From an optimization exercise on the open Yosys and OpenROAD flow, aimed at small area and a short achievable clock period; shortcuts taken in it are not production practice. At most, simulation tests tie the RTL to the original design; equivalence was not proved. Power figures rest on the tool's default switching activity, not on a simulated workload.

Design fairq_top, start of the top module:
module fairq_top (
   input  logic                   clk,
   input  logic                   reset,
   input  logic                   in_wr,
   input  fairq_pkg::ctrl_t       in_ctrl,
   input  fairq_pkg::data_word_t  in_data,
   input  logic                   rd_dst_addr,
   input  fairq_pkg::queue_idx_t  dst_oq,
   input  fairq_pkg::sram_addr_t  dst_oq_high_addr,
   input  fairq_pkg::sram_addr_t  dst_oq_low_addr,
   output logic                   out_wr,
   output fairq_pkg::ctrl_t       out_ctrl,
   output fairq_pkg::data_word_t  out_data
);
==> flow/config.mk <==
export PLATFORM = sky130hd
export DESIGN_NAME = fairq_top
export DESIGN_NICKNAME = fairq_top
export VERILOG_FILES = /design/flow/design.v
export SDC_FILE = /design/flow/constraint.sdc
export NUM_CORES = 4
export LEC_CHECK = 0
export CAP_MARGIN = 20
export CORE_MARGIN = 2
export CORE_UTILIZATION = 40
export CTS_CLUSTER_DIAMETER = 180
export CTS_CLUSTER_SIZE = 26
export SLEW_MARGIN = 20
export TNS_END_PERCENT = 0
==> flow/constraint.sdc <==
create_clock -name core_clock -period 8.5 [get_ports {clk}]
set_input_delay 1.7000 -clock core_clock [delete_from_list [all_inputs] [get_ports {clk}]]
set_output_delay 1.7000 -clock core_clock [all_outputs]
set_load 0.01 [all_outputs]
standard.sh (not shown) runs the stock make flow with config.mk's settings and CLKGATE_MAP_FILE= SYNTH_SCRIPT=/design/flow/synth_recipe.tcl, a recipe that flattens the netlist after the stock synthesis.
==> flow/flow/run.sh <==
#!/bin/bash
# The standard layout (standard.sh, unchanged synthesis and steps) with two
# knobs the flow settings cannot reach: port buffers are buf_1 cells instead
# of the default delay cells, and timing repair aims for a larger setup slack.
# make's output goes to flow.log here; each ORFS step keeps its own log under
# orfs/logs/.
set -euo pipefail
export BUFFER_PORTS_ARGS="-buffer_cell sky130_fd_sc_hd__buf_1"
export SETUP_SLACK_MARGIN=6.0
bash standard.sh > flow.log 2>&1
Edit:
--- a/flow/design.v
+++ b/flow/design.v
@@ -311,35 +311,33 @@
          if (clear || (step_count == LAST && div_queue == 3'(q)))
             win_code[q] <= code_bus;
       end
    end
    assign src_code = win_code[src_queue];
    logic                  has_share;
    fairq_pkg::window_t    new_window;
-   fairq_pkg::window_t    new_window_n;
    always_ff @(posedge clk) begin
       has_share    <= (src_code != 13'd0);
       new_window   <= (src_code[12:8] == 5'd0) ? 16'hFFFF : {src_code, 3'b000};
-      new_window_n <= (src_code[12:8] == 5'd0) ? 16'h0000 : ~{src_code, 3'b000};
    end
    fairq_pkg::window_t    old_window;
    fairq_pkg::window_t    old_checksum;
    fairq_pkg::window_t    csa_sum;
    fairq_pkg::window_t    csa_carry;
    assign old_window   = in_data[63:48];
    assign old_checksum = in_data[47:32];
    logic [15:0]           csa_rot;
    logic [15:0]           ck_carry;
    logic [15:0]           ck_half;
    logic                  rewrite;
    fairq_pkg::window_t    ck_part;
    fairq_pkg::window_t    ck_carry_r;
    assign csa_sum   = old_window ^ (old_checksum ^ new_window);
-   assign csa_carry = (new_window & ~(old_window & old_checksum)) |
-                      (new_window_n & ~(old_window | old_checksum));
+   assign csa_carry = (~old_window & ~old_checksum) | (~old_window & new_window) |
+                      (~old_checksum & new_window);
    assign csa_rot   = {csa_carry[14:0], csa_carry[15]};
    fairq_eac_carry u_ck (
       .a (csa_sum),
       .b (csa_rot),
       .c (ck_carry)
    );
    assign ck_half = old_window ^ (old_checksum ^ (new_window ^ csa_rot));
@@ -393,14 +391,15 @@
    logic [16:0]               lane_cap4  [8];
    fairq_pkg::flow_count_t    lane_open  [8];
    fairq_pkg::flow_count_t    lane_diff  [8];
    fairq_pkg::queue_idx_t     div_queue;
    fairq_pkg::queue_idx_t     div_queue_next;
    fairq_pkg::queue_idx_t     sel_next;
    fairq_pkg::queue_mask_t    sel_hot;
+   fairq_pkg::queue_mask_t    div_hot;
    logic                      a_next;
    logic                      b_next;
    fairq_pkg::queue_idx_t     b_queue_next;
    logic                      port_free;
    logic                      sel_live;
    logic [16:0]               sel_cap4;
    fairq_pkg::flow_count_t    sel_open;
@@ -455,23 +454,24 @@
    always_comb begin
       if (a_next)      sel_next = src_queue;
       else if (b_next) sel_next = b_queue_next;
       else             sel_next = div_queue_next;
    end
    always_ff @(posedge clk) begin
       sel_hot <= 8'd1 << sel_next;
+      div_hot <= 8'd1 << div_queue_next;
    end
    always_comb begin
       sel_live = 1'b0;
       sel_cap4 = '0;
       sel_open = '0;
       sel_diff = '0;
       for (int q = 0; q < 8; q++) begin
-         sel_live = sel_live | (sel_hot[q] & lane_live[q]);
-         sel_cap4 = sel_cap4 | ({17{sel_hot[q]}} & lane_cap4[q]);
+         sel_live = sel_live | (div_hot[q] & lane_live[q]);
+         sel_cap4 = sel_cap4 | ({17{div_hot[q]}} & lane_cap4[q]);
          sel_open = sel_open | ({16{sel_hot[q]}} & lane_open[q]);
          sel_diff = sel_diff | ({16{sel_hot[q]}} & lane_diff[q]);
       end
    end
    assign do_open  = a_open || b_open;
    assign do_close = b_close;
    fairq_pkg::flow_count_t    open_p1;
Result: Combinational power increases by about 4%; setup slack gets worse by 72 ps; power decreases by 1.6%; flip-flop and latch count decreases by 6; final area decreases by 1.9%; non-clock buffer count decreases by 5; final cell count decreases by 3.3%; synthesized area decreases by 1.1%; global-route usage increases by 0.83 points; count of clock-buffer cells in the layout decreases by 1; critical path depth stays the same.
Only the layout flow was run in the second run of this note; the RTL was not checked for function there.

========
fairq_top, a different RTL version from the one above (not shown whole).
Size in the first run: ~2400 cells after synthesis, ~700 flip-flops, ~190 I/O pins.
==> module fairq_eac_add, before the edit <==
module fairq_eac_add (
   input  logic [15:0] a,
   input  logic [15:0] b,
   output logic [15:0] s
);
   logic [15:0] x;
   logic [15:0] g [5];
   logic [15:0] p [5];
   assign x    = a ^ b;
   assign g[0] = a & b;
   assign p[0] = x;
   for (genvar l = 0; l < 4; l++) begin : g_level
      for (genvar i = 0; i < 16; i++) begin : g_bit
         assign g[l+1][i] = g[l][i] | (p[l][i] & g[l][(i+16-(1<<l))%16]);
         if (l < 3) begin : g_prop
            assign p[l+1][i] = p[l][i] & p[l][(i+16-(1<<l))%16];
         end else begin : g_noprop
            assign p[l+1][i] = 1'b0;
         end
      end
   end
   assign s = x ^ {g[4][14:0], g[4][15]};
endmodule
==> module fairq_window_rewriter, before the edit <==
module fairq_window_rewriter (
   input  logic                    clk,
   input  logic                    reset,
   input  logic                    clear,
   input  logic                    in_wr,
   input  fairq_pkg::ctrl_t        in_ctrl,
   input  fairq_pkg::data_word_t   in_data,
   input  logic                    rewrite_word,
   input  fairq_pkg::queue_idx_t   src_queue,
   input  logic                    port_free,
   output fairq_pkg::queue_idx_t   div_queue,
   output fairq_pkg::queue_idx_t   div_queue_next,
   input  logic                    port_live,
   input  logic [16:0]             port_cap4,
   input  fairq_pkg::flow_count_t  port_open,
   input  fairq_pkg::flow_count_t  port_diff,
   output logic                    out_wr,
   output fairq_pkg::ctrl_t        out_ctrl,
   output fairq_pkg::data_word_t   out_data
);
   localparam logic [3:0] LAST = 4'd15;
   logic [3:0]    step_count;
   logic [15:0]   divisor;
   logic [15:0]   remainder;
   logic [12:0]   quotient;
   logic          live_s;
   logic          sat;
   logic          open_ge;
   logic [15:0]   unused_open_d;
   logic          diff_ok;
   logic          diff_ok_r;
   logic [16:0]   part;
   logic [16:0]   dif;
   logic          ge;
   logic          sat_lo;
   logic [3:0]    unused_sat_d;
   logic [12:0]   code;
   fairq_sub #(.W(16)) u_flows (
      .a  (port_open),
      .b  (port_diff),
      .d  (unused_open_d),
      .ge (open_ge)
   );
   assign diff_ok = (port_diff != 16'd0) && open_ge;
   fairq_sub #(.W(4)) u_sat (
      .a  (remainder[3:0]),
      .b  (divisor[3:0]),
      .d  (unused_sat_d),
      .ge (sat_lo)
   );
   assign part = {remainder, quotient[12]};
   fairq_sub #(.W(17)) u_step (
      .a  (part),
      .b  ({1'b0, divisor}),
      .d  (dif),
      .ge (ge)
   );
   always_ff @(posedge clk) begin
      if (reset || clear) begin
         step_count <= 4'd0;
      end else if (step_count == 4'd0) begin
         if (port_free) step_count <= 4'd1;
      end else if (step_count == LAST) begin
         step_count <= 4'd0;
      end else begin
         step_count <= step_count + 4'd1;
      end
   end
   assign div_queue_next = reset ? 3'd0 :
                           (step_count == LAST) ? div_queue + 3'd1 : div_queue;
   always_ff @(posedge clk) begin
      div_queue <= div_queue_next;
   end
   always_ff @(posedge clk) begin
      if (step_count == 4'd0) begin
         live_s    <= port_live;
         diff_ok_r <= diff_ok;
         divisor   <= port_diff;
         remainder <= {12'd0, port_cap4[16:13]};
         quotient  <= port_cap4[12:0];
      end else if (step_count == 4'd1) begin
         if (!diff_ok_r) divisor <= 16'd1;
      end else if (step_count != LAST) begin
         if (step_count == 4'd2)
            sat <= (divisor[15:4] == 12'd0) && sat_lo;
         remainder <= ge ? dif[15:0] : part[15:0];
         quotient  <= {quotient[11:0], ge};
      end
   end
   always_comb begin
      if (!live_s)                     code = 13'd0;
      else if (sat)                    code = 13'd1;
      else if (quotient[12:8] == 5'd0) code = 13'h100;
      else                             code = quotient;
   end
   logic [12:0]   win_code [8];
   logic [12:0]   code_bus;
   logic [12:0]   src_code;
   assign code_bus = clear ? 13'd0 : code;
   for (genvar q = 0; q < 8; q++) begin : g_code
      always_ff @(posedge clk) begin
         if (clear || (step_count == LAST && div_queue == 3'(q)))
            win_code[q] <= code_bus;
      end
   end
   assign src_code = win_code[src_queue];
   logic                  has_share;
   fairq_pkg::window_t    new_window;
   always_ff @(posedge clk) begin
      has_share  <= (src_code != 13'd0);
      new_window <= (src_code[12:8] == 5'd0) ? 16'hFFFF : {src_code, 3'b000};
   end
   fairq_pkg::window_t    old_window;
   fairq_pkg::window_t    old_checksum;
   fairq_pkg::window_t    csa_sum;
   fairq_pkg::window_t    csa_carry;
   fairq_pkg::window_t    ck_sum;
   fairq_pkg::data_word_t data_next;
   assign old_window   = in_data[63:48];
   assign old_checksum = in_data[47:32];
   assign csa_sum   = old_window ^ old_checksum ^ new_window;
   assign csa_carry = (~old_window & ~old_checksum) | (~old_window & new_window) |
                      (~old_checksum & new_window);
   fairq_eac_add u_ck (
      .a (csa_sum),
      .b ({csa_carry[14:0], csa_carry[15]}),
      .s (ck_sum)
   );
   assign data_next = (rewrite_word && has_share) ?
                      {new_window, ~ck_sum, in_data[31:0]} : in_data;
   always_ff @(posedge clk) begin
      if (reset) out_wr <= 1'b0;
      else       out_wr <= in_wr;
   end
   always_ff @(posedge clk) begin
      out_ctrl <= in_ctrl;
      out_data <= data_next;
   end
endmodule
export LEC_CHECK = 0
export CAP_MARGIN = 20
export CORE_MARGIN = 2
export CORE_UTILIZATION = 40
export CTS_CLUSTER_DIAMETER = 150
export CTS_CLUSTER_SIZE = 20
export SLEW_MARGIN = 20
create_clock -name core_clock -period 8.5 [get_ports {clk}]
==> flow/flow/run.sh <==
#!/bin/bash
# The standard layout (standard.sh, unchanged synthesis and steps) with two
# knobs the flow settings cannot reach: port buffers are buf_2 cells instead
# of the default delay cells, and timing repair aims for a larger setup slack.
# make's output goes to flow.log here; each ORFS step keeps its own log under
# orfs/logs/.
set -euo pipefail
export BUFFER_PORTS_ARGS="-buffer_cell sky130_fd_sc_hd__buf_2"
export SETUP_SLACK_MARGIN=5.3
bash standard.sh > flow.log 2>&1
Next try:
--- a/flow/design.v
+++ b/flow/design.v
@@ -189,14 +189,13 @@
    input  logic [15:0] a,
    input  logic [15:0] b,
    output logic [15:0] s
 );
-   logic [15:0] x;
    logic [15:0] g [5];
    logic [15:0] p [5];
-   assign x    = a ^ b;
+   logic [15:0] c;
    assign g[0] = a & b;
-   assign p[0] = x;
+   assign p[0] = a | b;
    for (genvar l = 0; l < 4; l++) begin : g_level
       for (genvar i = 0; i < 16; i++) begin : g_bit
          assign g[l+1][i] = g[l][i] | (p[l][i] & g[l][(i+16-(1<<l))%16]);
          if (l < 3) begin : g_prop
@@ -205,9 +204,10 @@
             assign p[l+1][i] = 1'b0;
          end
       end
    end
-   assign s = x ^ {g[4][14:0], g[4][15]};
+   assign c = {g[4][14:0], g[4][15]};
+   assign s = a ^ (b ^ c);
 endmodule
 module fairq_window_rewriter (
    input  logic                    clk,
    input  logic                    reset,
@@ -315,11 +315,13 @@
    end
    assign src_code = win_code[src_queue];
    logic                  has_share;
    fairq_pkg::window_t    new_window;
+   fairq_pkg::window_t    new_window_n;
    always_ff @(posedge clk) begin
-      has_share  <= (src_code != 13'd0);
-      new_window <= (src_code[12:8] == 5'd0) ? 16'hFFFF : {src_code, 3'b000};
+      has_share    <= (src_code != 13'd0);
+      new_window   <= (src_code[12:8] == 5'd0) ? 16'hFFFF : {src_code, 3'b000};
+      new_window_n <= (src_code[12:8] == 5'd0) ? 16'h0000 : ~{src_code, 3'b000};
    end
    fairq_pkg::window_t    old_window;
    fairq_pkg::window_t    old_checksum;
    fairq_pkg::window_t    csa_sum;
@@ -327,11 +329,11 @@
    fairq_pkg::window_t    ck_sum;
    fairq_pkg::data_word_t data_next;
    assign old_window   = in_data[63:48];
    assign old_checksum = in_data[47:32];
-   assign csa_sum   = old_window ^ old_checksum ^ new_window;
-   assign csa_carry = (~old_window & ~old_checksum) | (~old_window & new_window) |
-                      (~old_checksum & new_window);
+   assign csa_sum   = old_window ^ (old_checksum ^ new_window);
+   assign csa_carry = (new_window & ~(old_window & old_checksum)) |
+                      (new_window_n & ~(old_window | old_checksum));
    fairq_eac_add u_ck (
       .a (csa_sum),
       .b ({csa_carry[14:0], csa_carry[15]}),
       .s (ck_sum)
=>
- wire length rose by 5.7%
- synthesized cell count rose by about 5.6%
- die area rose by 3.5%
- design area rose by 4.7%
- setup slack improves by 0.0052 ns
- clock power rose by about 4%
- final cell count rose by 6.1%
- clock skew rose by 0.0053 ns
- area after synthesis rose by about 3.5%
- utilization rose by 0.45 points
For the second run of this note, only the layout was checked, not whether the RTL still works.

## what the ideal ports hide
How much do the figures lean on ideal ports? The routed layouts below were timed once more, with nothing changed but the port constraints. Step 1 assumes that a clkbuf_16 drives the clock port and a buf_2 every other input. Step 2 also shifts input and output timing later by t, the mid clock arrival at the registers, as if the neighbouring blocks saw the same clock. a / b / c = no drivers / after step 1 / after step 2; a / b = the first two.
run | shift t [ns] | setup slack, ns | hold slack, ns
the first run of note 1 | 0.651 | 5.251 / 5.284 / 4.632 | 0.485 / 0.485 / 0.485
the second run of note 1 | 0.693 | 5.179 / 5.218 / 4.525 | 0.495 / 0.495 / 0.495
the first run of note 2 | 0.657 | 5.170 / 5.192 / 4.535 | 0.479 / 0.479 / 0.479
the second run of note 2 | 0.669 | 5.175 / 5.190 / 4.521 | 0.460 / 0.460 / 0.460
After both steps setup and hold are still met in every run listed.
